What follows belongs to an exercise in optimizing a design on an open flow for small area; a production flow would make more cautious choices.
In this exercise RTL edits were held to simulation tests only and were not proved equivalent to the original.
Power and IR drop assume default switching activity.

the previous run:
// wb_top
module wb_top (
    input  logic                            clk,
    input  logic                            reset,
    input  logic                            stall,
    input  logic                            flush,
    input  logic [mips_pkg::data_w-1:0]     m_instr,
    input  logic [mips_pkg::data_w-1:0]     m_pc,
    input  logic [mips_pkg::data_w-1:0]     m_alu_out,
    input  logic [mips_pkg::data_w-1:0]     m_dm_out,
    input  logic [mips_pkg::reg_addr_w-1:0] rs_addr,
    input  logic [mips_pkg::reg_addr_w-1:0] rt_addr,
    output logic [mips_pkg::data_w-1:0]     rs_data,
    output logic [mips_pkg::data_w-1:0]     rt_data,
    output logic [mips_pkg::reg_addr_w-1:0] w_fwd_addr,
    output logic [mips_pkg::data_w-1:0]     w_fwd_data
);
    logic [mips_pkg::reg_addr_w-1:0] m_dest;
    logic [mips_pkg::data_w-1:0]     m_data;
    logic                            sel_mem;
    logic                            sel_link;
  ...
For scale: about 2,400 cells after synthesis, ~1,000 flip-flops, about 240 I/O pins, roughly 0.042 mm2 of cells after synthesis.
export LEC_CHECK = 0
export CAP_MARGIN = 5
export CORE_MARGIN = 2
export CORE_UTILIZATION = 45
export PLACE_DENSITY = 0.72
export SLEW_MARGIN = 5
export SYNTH_HIERARCHICAL = 1
export SYNTH_MINIMUM_KEEP_SIZE = 0
create_clock -name core_clock -period 7.0 [get_ports {clk}]
standard.sh (not shown) runs the stock make flow with config.mk's settings and CLKGATE_MAP_FILE= SYNTH_SCRIPT=/design/flow/synth_recipe.tcl, a recipe that flattens the netlist after the stock synthesis.
==> flow/flow/run.sh <==
#!/bin/bash
# Standard synthesis and layout, with these changes to the layout: the port
# buffers are the smallest buffer cell, and clock tree synthesis clusters more
# flip-flops per leaf buffer, uses small clock buffers and adds no dummy loads.
set -euo pipefail
bash standard.sh synth > synth.log 2>&1
export BUFFER_PORTS_ARGS="-buffer_cell sky130_fd_sc_hd__buf_1"
export CTS_ARGS="-sink_clustering_enable -repair_clock_nets -dont_use_dummy_load -sink_clustering_size 15 -sink_clustering_max_diameter 60 -buf_list {sky130_fd_sc_hd__clkbuf_8}"
bash standard.sh > layout.log 2>&1
The previous run: full flow OK, the timing, DRC and antenna checks passed
For the current run, these inputs were changed with respect to the previous run:
Settings: SLEW_MARGIN: 5 -> 0; PLACE_DENSITY: 0.72 -> unset; CAP_MARGIN: 5 -> 0.
The current run went all the way through synthesis, placement and routing and the layout is clean on timing, DRC and antenna. Looking at via count across both flows, the current run is the stronger of the two, with the previous run trailing. Looking at per-cell routed wire length, the current run sits about 0.8% higher than the previous run does. Of the two candidates, the previous run has the worse number of design-rule violations left by the first detailed-router iteration and the current run the better one. The current run: transition time of the tightest slew-check pin is 0.037 ns lower than what the previous run reported. On net load switching power, the current run tracks the previous run almost exactly. Compared with the previous run, the current run shows area of combinational cells with multiple inputs that has gone up slightly.

Starting RTL as in the previous note.
Settings: LEC_CHECK=0, CAP_MARGIN=10, CORE_MARGIN=2, CORE_UTILIZATION=45, PLACE_DENSITY=0.72, SLEW_MARGIN=10, SYNTH_HIERARCHICAL=1, SYNTH_MINIMUM_KEEP_SIZE=0; clock period 7.0 ns.
Scripts as last shown in full above: flow/flow/run.sh
Change:
Settings changed: CAP_MARGIN 10 to 0, GPL_TIMING_DRIVEN set to 0, PLACE_DENSITY 0.72 to unset, SLEW_MARGIN 10 to 0.
Maximum frequency came out lower by 6.7%.
Final area came out higher by 4.8%.
First-iteration DRC count came out lower by 21%.
Register-to-register slack improves by 0.03 ns.
Change:
Settings changed: CAP_MARGIN 0 to 10, GPL_TIMING_DRIVEN 0 to unset, PLACE_DENSITY set to 0.8, SLEW_MARGIN 0 to 10.
The changed run completed without violations. Synthesized area does not change. Combinational power drops by a little under a tenth. Global-route usage decreases by 2.5 points. Wire length fell by a little under a tenth. Final area goes down by a few percent.
Change:
Settings changed: CAP_MARGIN 10 to 5, PLACE_DENSITY 0.8 to 0.76, SLEW_MARGIN 10 to 5.
What happened:
- The changed run went through all stages and came out clean
- sequential power stays flat
- synthesized cell count does not change
- global-route usage decreases by 0.46 points
- clock power stays flat

== run 1 ==
wb_top again, from the RTL that the note above started with.
export LEC_CHECK = 0
export CAP_MARGIN = 0
export CORE_MARGIN = 2
export CORE_UTILIZATION = 45
export SLEW_MARGIN = 0
export SYNTH_HIERARCHICAL = 1
export SYNTH_MINIMUM_KEEP_SIZE = 0
create_clock -name core_clock -period 7.0 [get_ports {clk}]
==> flow/flow/run.sh <==
#!/bin/bash
# Standard synthesis and layout, with these changes to the layout: the port
# buffers are the smallest buffer cell, and clock tree synthesis clusters more
# flip-flops per leaf buffer, uses small clock buffers and adds no dummy loads.
set -euo pipefail
bash standard.sh synth > synth.log 2>&1
export BUFFER_PORTS_ARGS="-buffer_cell sky130_fd_sc_hd__buf_1"
export CTS_ARGS="-sink_clustering_enable -repair_clock_nets -dont_use_dummy_load -sink_clustering_size 30 -sink_clustering_max_diameter 80 -buf_list {sky130_fd_sc_hd__clkbuf_16}"
bash standard.sh > layout.log 2>&1
Setup changes, run 1 to run 2
-- flow/flow/run.sh --
<<< run 1, line 7
export BUFFER_PORTS_ARGS="-buffer_cell sky130_fd_sc_hd__buf_1"
export CTS_ARGS="-sink_clustering_enable -repair_clock_nets -dont_use_dummy_load -sink_clustering_size 30 -sink_clustering_max_diameter 80 -buf_list {sky130_fd_sc_hd__clkbuf_16}"
bash standard.sh > layout.log 2>&1
>>> run 2, line 7
export BUFFER_PORTS_ARGS="-buffer_cell sky130_fd_sc_hd__buf_1"
export CTS_ARGS="-sink_clustering_enable -repair_clock_nets -dont_use_dummy_load -sink_clustering_size 15 -sink_clustering_max_diameter 60 -buf_list {sky130_fd_sc_hd__clkbuf_8}"
bash standard.sh > layout.log 2>&1
-- flow/config.mk --
<<< run 1, line 7
export LEC_CHECK = 0
export CAP_MARGIN = 0
export CORE_MARGIN = 2
export CORE_UTILIZATION = 45
export SLEW_MARGIN = 0
export SYNTH_HIERARCHICAL = 1
>>> run 2, line 7
export LEC_CHECK = 0
export CAP_MARGIN = 20
export CORE_MARGIN = 2
export CORE_UTILIZATION = 45
export SLEW_MARGIN = 20
export SYNTH_HIERARCHICAL = 1
Compare run 2 and run 1 | count of clock-net buffers in the final layout higher: run 2. Between run 1 and run 2, sequential share of layout area decreased. Run 2 against run 1: via count grew by 0.39%, wire length of the first global-routing pass grew by 0.31%. The run with more setup slack is run 2; run 1 has less. Changes observed in run 2 relative to run 1: final wirelength went up by about 0.66%; count of boundary I/O pins now sits at about the same level. Run 2: non-clock buffer count 0.88% above run 1.

## port drivers added, routing unchanged
How much do the figures lean on ideal ports? The routed layouts below were timed once more, with nothing changed but the port constraints.
Step 1 assumes that a clkbuf_16 drives the clock port and a buf_2 every other input.
Step 2, shift: input delay + t, output delay - t, t = (earliest + latest rising clock arrival at the registers) / 2. This alone moves slack from input paths to output paths.
Slacks: ideal / step 1 / step 2; pairs: ideal / step 1.
run | t, ns | setup WS [ns] | worst hold slack (ns)
the previous run | 0.746 | 1.199 / 1.094 / 1.094 | 0.546 / 0.546 / 0.546
the current run | 0.764 | 1.204 / 1.106 / 1.106 | 0.529 / 0.529 / 0.529
the first run of note 2 | 0.751 | 1.169 / 1.029 / 1.029 | 0.546 / 0.546 / 0.546
the second run of note 2 | 0.772 | 0.749 / 0.724 / 0.724 | 0.543 / 0.543 / 0.543
the third run of note 2 | 0.769 | 1.147 / 1.017 / 1.017 | 0.534 / 0.534 / 0.534
the fourth run of note 2 | 0.743 | 1.171 / 1.094 / 1.094 | 0.524 / 0.524 / 0.524
run 1 | 0.679 | 1.193 / 1.093 / 1.093 | 0.529 / 0.529 / 0.529
run 2 | 0.752 | 1.198 / 1.090 / 1.090 | 0.541 / 0.541 / 0.541
After both steps every run listed still meets setup and hold. The setup slack of the first run of note 2, which loses most, moves by -0.140 ns with the drivers and by -0.140 ns with both steps.
